What follows belongs to an exercise in optimizing a design on an open flow for small area; a production flow would make more cautious choices. Where RTL was checked, it was by simulation tests only, not by an equivalence proof against the original. No activity file was given, so power comes from the tool's default toggle rates.

== before ==
// bus_sniffer
module bus_sniffer (
  input  logic                clk_i,
  input  logic                rst_ni,
  input  logic                instr_req_i,
  input  sniffer_pkg::addr_t  instr_addr_i,
  input  sniffer_pkg::data_t  instr_wdata_i,
  input  sniffer_pkg::be_t    instr_be_i,
  input  logic                instr_we_i,
  input  logic                instr_rvalid_i,
  input  sniffer_pkg::data_t  instr_rdata_i,
  input  logic                instr_gnt_i,
  input  logic                data_req_i,
  input  sniffer_pkg::addr_t  data_addr_i,
  input  sniffer_pkg::data_t  data_wdata_i,
  input  sniffer_pkg::be_t    data_be_i,
  input  logic                data_we_i,
  input  logic                data_rvalid_i,
  input  sniffer_pkg::data_t  data_rdata_i,
  input  logic                data_gnt_i,
  output logic                sniffer_tdo_o,
  output logic                sniffer_valid_o
);
  logic   push;
  sniffer_pkg::entry_t cap_entry;
  sniffer_pkg::ts_t    ts;
  logic   pop;
  logic   release_head;
  logic   empty;
  sniffer_pkg::entry_t head_entry;
  event_capture u_capture (
    .clk_i     (clk_i),
  ...
Settings: LEC_CHECK=0, CAP_MARGIN=20, CORE_MARGIN=2, CORE_UTILIZATION=65, CTS_BUF_LIST=sky130_fd_sc_hd__clkbuf_4 sky130_fd_sc_hd__clkbuf_8, CTS_CLUSTER_DIAMETER=60, CTS_CLUSTER_SIZE=20, PLACE_DENSITY=0.75, SLEW_MARGIN=20; clock period 5.0 ns.
standard.sh (not shown) runs the stock make flow with config.mk's settings and CLKGATE_MAP_FILE= SYNTH_SCRIPT=/design/flow/synth_recipe.tcl, a recipe that flattens the netlist after the stock synthesis.
==> flow/flow/run.sh <==
#!/bin/bash
# The standard layout (the standard.sh: standard synthesis, floorplan,
# power grid, placement, CTS, routing), with one placement option that the
# flow settings cannot reach: port buffers are the smallest buffer, buf_1,
# instead of the delay cell buffer_ports picks by default (every port still
# gets its own buffer)
# Each tool's output goes to the ORFS logs under orfs/logs/; make's own
# output is kept in flow_make.log here.
set -euo pipefail
cd "$(dirname "$0")/.."
export CTS_ARGS="-sink_clustering_enable -repair_clock_nets -dont_use_dummy_load -sink_clustering_size 20 -sink_clustering_max_diameter 60 -buf_list {sky130_fd_sc_hd__clkbuf_4 sky130_fd_sc_hd__clkbuf_8}"
export BUFFER_PORTS_ARGS="-buffer_cell sky130_fd_sc_hd__buf_1"
bash standard.sh finish > flow_make.log 2>&1
before completed; timing, DRC and antenna clean
--- input diff before..after ---
==> flow/run.sh (new file) <==
#!/bin/bash
# synth_recipe.tcl (not shown) runs the flow's synth.tcl, then flattens the netlist and writes it again
# the make line also repeats each setting of config.mk as NAME=value (left out here)
make -C /OpenROAD-flow-scripts/flow DESIGN_CONFIG=/design/flow/config.mk WORK_HOME=/design/flow/orfs CLKGATE_MAP_FILE= SYNTH_SCRIPT=/design/flow/synth_recipe.tcl finish
--- a/flow/config.mk
+++ b/flow/config.mk
@@ -8,8 +8,5 @@
 export CAP_MARGIN = 20
 export CORE_MARGIN = 2
-export CORE_UTILIZATION = 65
-export CTS_BUF_LIST = sky130_fd_sc_hd__clkbuf_4 sky130_fd_sc_hd__clkbuf_8
-export CTS_CLUSTER_DIAMETER = 60
-export CTS_CLUSTER_SIZE = 20
-export PLACE_DENSITY = 0.75
+export CORE_UTILIZATION = 40
+export PLACE_DENSITY = 0.6
 export SLEW_MARGIN = 20
removed: flow/flow/run.sh
removed: flow/standard.sh
## What came out
Measured against each other, after and before differ in via density per instance, the higher figure coming from before. Total power on after is up relative to before. Summary of after over before: instance count after placement with tap cells included has increased, register fraction of the total cell area has decreased, wire length has increased, required time of the critical path has increased, layout overhead on the synthesized area has increased.

* * *

bus_sniffer, a different RTL version from the one above (not shown whole).
Size in the first run: ~3900 cells after synthesis, about 210 I/O pins, ~48000 µm² of cells after synthesis.
==> flow/config.mk <==
export PLATFORM = sky130hd
export DESIGN_NAME = bus_sniffer
export DESIGN_NICKNAME = bus_sniffer
export VERILOG_FILES = /design/flow/design.v
export SDC_FILE = /design/flow/constraint.sdc
export NUM_CORES = 4
export LEC_CHECK = 0
export CAP_MARGIN = 20
export CORE_MARGIN = 2
export CORE_UTILIZATION = 65
export CTS_BUF_LIST = sky130_fd_sc_hd__clkbuf_4 sky130_fd_sc_hd__clkbuf_8
export CTS_CLUSTER_DIAMETER = 60
export CTS_CLUSTER_SIZE = 20
export PLACE_DENSITY = 0.75
export SLEW_MARGIN = 20
==> flow/constraint.sdc <==
create_clock -name core_clock -period 5.0 [get_ports {clk_i}]
set_input_delay 1.0000 -clock core_clock [delete_from_list [all_inputs] [get_ports {clk_i}]]
set_output_delay 1.0000 -clock core_clock [all_outputs]
set_load 0.01 [all_outputs]
==> flow/flow/run.sh <==
#!/bin/bash
# The standard layout (the standard.sh: standard synthesis, floorplan,
# power grid, placement, CTS, routing), with options the flow settings
# cannot reach:
#  - port buffers are the smallest buffer, buf_1, instead of the delay cell
#    buffer_ports picks by default (every port still gets its own buffer)
#  - CTS (same clustering and buffers as config.mk's CTS settings) without
#    dummy loads; the tree is still an H-tree balanced by CTS
# Each tool's output goes to the ORFS logs under orfs/logs/; make's own
# output is kept in flow_make.log here.
set -euo pipefail
cd "$(dirname "$0")/.."
export CTS_ARGS="-sink_clustering_enable -repair_clock_nets -dont_use_dummy_load -sink_clustering_size 32 -sink_clustering_max_diameter 60 -buf_list {sky130_fd_sc_hd__clkbuf_16}"
export BUFFER_PORTS_ARGS="-buffer_cell sky130_fd_sc_hd__buf_1"
bash standard.sh finish > flow_make.log 2>&1
The baseline completed with no timing, DRC or antenna violations.
Change:
--- a/flow/flow/run.sh
+++ b/flow/flow/run.sh
@@ -12,3 +12,3 @@
 cd "$(dirname "$0")/.."
-export CTS_ARGS="-sink_clustering_enable -repair_clock_nets -dont_use_dummy_load -sink_clustering_size 32 -sink_clustering_max_diameter 60 -buf_list {sky130_fd_sc_hd__clkbuf_16}"
+export CTS_ARGS="-sink_clustering_enable -repair_clock_nets -dont_use_dummy_load -sink_clustering_size 22 -sink_clustering_max_diameter 50 -buf_list {sky130_fd_sc_hd__clkbuf_8}"
 export BUFFER_PORTS_ARGS="-buffer_cell sky130_fd_sc_hd__buf_1"
Cell count grows slightly. Cell area decreases slightly. Wire length is about the same. Critical path depth is unchanged. Core utilization came out lower by 0.37 points. Register-to-register slack gets worse by 0.13 ns. Total power went down by a few percent.
No run of this note included a check of the RTL's function; only the layout flow was run.

* * *

run A:
Another version of the RTL of bus_sniffer (not shown whole).
For scale: ~1500 flip-flops, about 210 I/O pins.
export LEC_CHECK = 0
export CAP_MARGIN = 20
export CORE_MARGIN = 2
export CORE_UTILIZATION = 72
export CTS_BUF_LIST = sky130_fd_sc_hd__clkbuf_4 sky130_fd_sc_hd__clkbuf_8
export CTS_CLUSTER_DIAMETER = 60
export CTS_CLUSTER_SIZE = 20
export PLACE_DENSITY = 0.8
export SLEW_MARGIN = 20
create_clock -name core_clock -period 5.0 [get_ports {clk_i}]
==> flow/flow/run.sh <==
#!/bin/bash
# The standard layout (the standard.sh: standard synthesis, floorplan,
# power grid, placement, CTS, routing), with options the flow settings
# cannot reach:
#  - port buffers are the smallest buffer, buf_1, instead of the delay cell
#    buffer_ports picks by default (every port still gets its own buffer)
#  - CTS (same clustering and buffers as config.mk's CTS settings) without
#    dummy loads; the tree is still an H-tree balanced by CTS
# Each tool's output goes to the ORFS logs under orfs/logs/; make's own
# output is kept in flow_make.log here.
set -euo pipefail
cd "$(dirname "$0")/.."
export CTS_ARGS="-sink_clustering_enable -repair_clock_nets -dont_use_dummy_load -sink_clustering_size 20 -sink_clustering_max_diameter 60 -buf_list {sky130_fd_sc_hd__clkbuf_4 sky130_fd_sc_hd__clkbuf_8}"
export BUFFER_PORTS_ARGS="-buffer_cell sky130_fd_sc_hd__buf_1"
bash standard.sh finish > flow_make.log 2>&1
Run A | stages: all done | timing, DRC, antenna: all pass
### run A -> run B
- changing CORE_UTILIZATION from 72 to 70
Notes after the runs:
Core util | run B vs run A | run B lower. In the reports for run B and run A, the smaller delay of the slowest cell on the worst path belongs to run A. Run B and run A ended up with nearly the same non-clock buffering overhead in the final layout. Looking at signed area change from the synthesized netlist to the final layout across run B and run A, the one that comes out higher is run B. Diff run B..run A | number of failing hold endpoints at the final stage | negligible.

* * *

bus_sniffer, a different RTL version from the one above (not shown whole).
For scale: about 3800 cells after synthesis, ~1500 flip-flops, ~210 I/O pins, ~45000 µm² of cells after synthesis.
// bus_sniffer
module bus_sniffer (
  input  logic                clk_i,
  input  logic                rst_ni,
  input  logic                instr_req_i,
  input  sniffer_pkg::addr_t  instr_addr_i,
  input  sniffer_pkg::data_t  instr_wdata_i,
  input  sniffer_pkg::be_t    instr_be_i,
  input  logic                instr_we_i,
  input  logic                instr_rvalid_i,
  input  sniffer_pkg::data_t  instr_rdata_i,
  input  logic                instr_gnt_i,
  input  logic                data_req_i,
  input  sniffer_pkg::addr_t  data_addr_i,
  input  sniffer_pkg::data_t  data_wdata_i,
  input  sniffer_pkg::be_t    data_be_i,
  input  logic                data_we_i,
  input  logic                data_rvalid_i,
  input  sniffer_pkg::data_t  data_rdata_i,
  input  logic                data_gnt_i,
  output logic                sniffer_tdo_o,
  output logic                sniffer_valid_o
);
  logic   push;
  sniffer_pkg::entry_t cap_entry;
  sniffer_pkg::ts_t    ts;
  logic   pop;
  logic   release_head;
  logic   release_head_next;
  logic   empty;
  sniffer_pkg::entry_t head_entry;
  event_capture u_capture (
    .clk_i     (clk_i),
    .rst_ni    (rst_ni),
    .instr_req_i(instr_req_i),
    .instr_addr_i(instr_addr_i),
    .instr_wdata_i(instr_wdata_i),
    .instr_be_i(instr_be_i),
    .instr_we_i(instr_we_i),
    .instr_rvalid_i(instr_rvalid_i),
    .instr_rdata_i(instr_rdata_i),
    .instr_gnt_i(instr_gnt_i),
  ...
clock: 5.0 ns
lec_check: 0
cap_margin: 20
core_margin: 2
core_utilization: 72
cts_buf_list: sky130_fd_sc_hd__clkbuf_4 sky130_fd_sc_hd__clkbuf_8
cts_cluster_diameter: 60
cts_cluster_size: 20
place_density: 0.8
slew_margin: 20
Scripts as last shown in full above: flow/flow/run.sh
Next try:
Settings changed: CORE_UTILIZATION 72 to 65, PLACE_DENSITY 0.8 to 0.75.
=> Sequential cell count stays the same; utilization came out lower by 7.2 points; first-iteration DRC count came out higher by about 6%; sequential power is about the same; clock skew came out lower by 3.9 ps; global-route usage came out lower by 2.4 points; routed wire length came out higher by 2.1%; cell count came out higher by 0.99%; synthesized area is unchanged; hold slack improved by 40 ps; synthesized cell count stays the same.

* * *

old:
bus_sniffer, a different RTL version from the one above (not shown whole).
For scale: ~3900 cells after synthesis, ~1500 flip-flops, about 48000 um^2 of cells after synthesis.
export LEC_CHECK = 0
export CAP_MARGIN = 5
export CORE_MARGIN = 2
export CORE_UTILIZATION = 70
export PLACE_DENSITY = 0.8
export SLEW_MARGIN = 5
create_clock -name core_clock -period 5.0 [get_ports {clk_i}]
Scripts as last shown in full above: flow/flow/run.sh
Edits applied to the flow inputs when going from old to new:
diff --git a/flow/config.mk b/flow/config.mk
--- a/flow/config.mk
+++ b/flow/config.mk
@@ -7,6 +7,9 @@
 export LEC_CHECK = 0
-export CAP_MARGIN = 5
+export CAP_MARGIN = 20
 export CORE_MARGIN = 2
-export CORE_UTILIZATION = 70
+export CORE_UTILIZATION = 72
+export CTS_BUF_LIST = sky130_fd_sc_hd__clkbuf_4 sky130_fd_sc_hd__clkbuf_8
+export CTS_CLUSTER_DIAMETER = 60
+export CTS_CLUSTER_SIZE = 20
 export PLACE_DENSITY = 0.8
-export SLEW_MARGIN = 5
+export SLEW_MARGIN = 20
Results
new finished end to end and its layout was clean on timing, DRC and antenna.
new reports a higher initial cell density of the core than old does.
new: non-clock buffer count higher than old
The fraction of area in registers on old is in line with that on new.
Relative to old, cell depth of the worst flop-to-flop path decreased by 1 in new.

[separate check: timing with driven ports]
In the flow no input, the clock included, has a driving cell. The finished layouts below were timed again as built, in two steps. Step 1 (the two cells are an assumption about what drives the block):
set clk [get_ports {clk_i}]
set_driving_cell -lib_cell sky130_fd_sc_hd__clkbuf_16 $clk
set_driving_cell -lib_cell sky130_fd_sc_hd__buf_2 [delete_from_list [all_inputs] $clk]
Step 2 times the ports against the registers' clock, not the clock port: input delays grow and output delays shrink by t, the midpoint of the rising clock arrivals with the driver on. Three values: ideal, step 1, step 2; two values: the first two.
run | shift t [ns] | setup slack, ns | cell pins on the clock port's net
before | 0.712 | 0.978 / 0.978 / 0.978 | 1
after | 0.774 | 0.910 / 0.910 / 0.910 | 1
the first run of note 2 | 0.671 | 1.568 / 1.568 / 1.507 | 1
the second run of note 2 | 0.750 | 1.437 / 1.437 / 1.437 | 1
run A | 0.738 | 1.113 / 1.113 / 1.113 | 1
run B | 0.757 | 1.006 / 1.006 / 1.006 | 1
the first run of note 4 | 0.756 | 1.079 / 1.079 / 1.079 | 1
the second run of note 4 | 0.748 | 1.566 / 1.566 / 1.402 | 1
old | 0.742 | 1.246 / 1.246 / 1.246 | 1
new | 0.738 | 1.096 / 1.096 / 1.096 | 1
After both steps setup and hold are still met in every run listed. The setup slack of the second run of note 4, which loses most, moves by 0.000 ns with the drivers and by -0.164 ns with both steps.
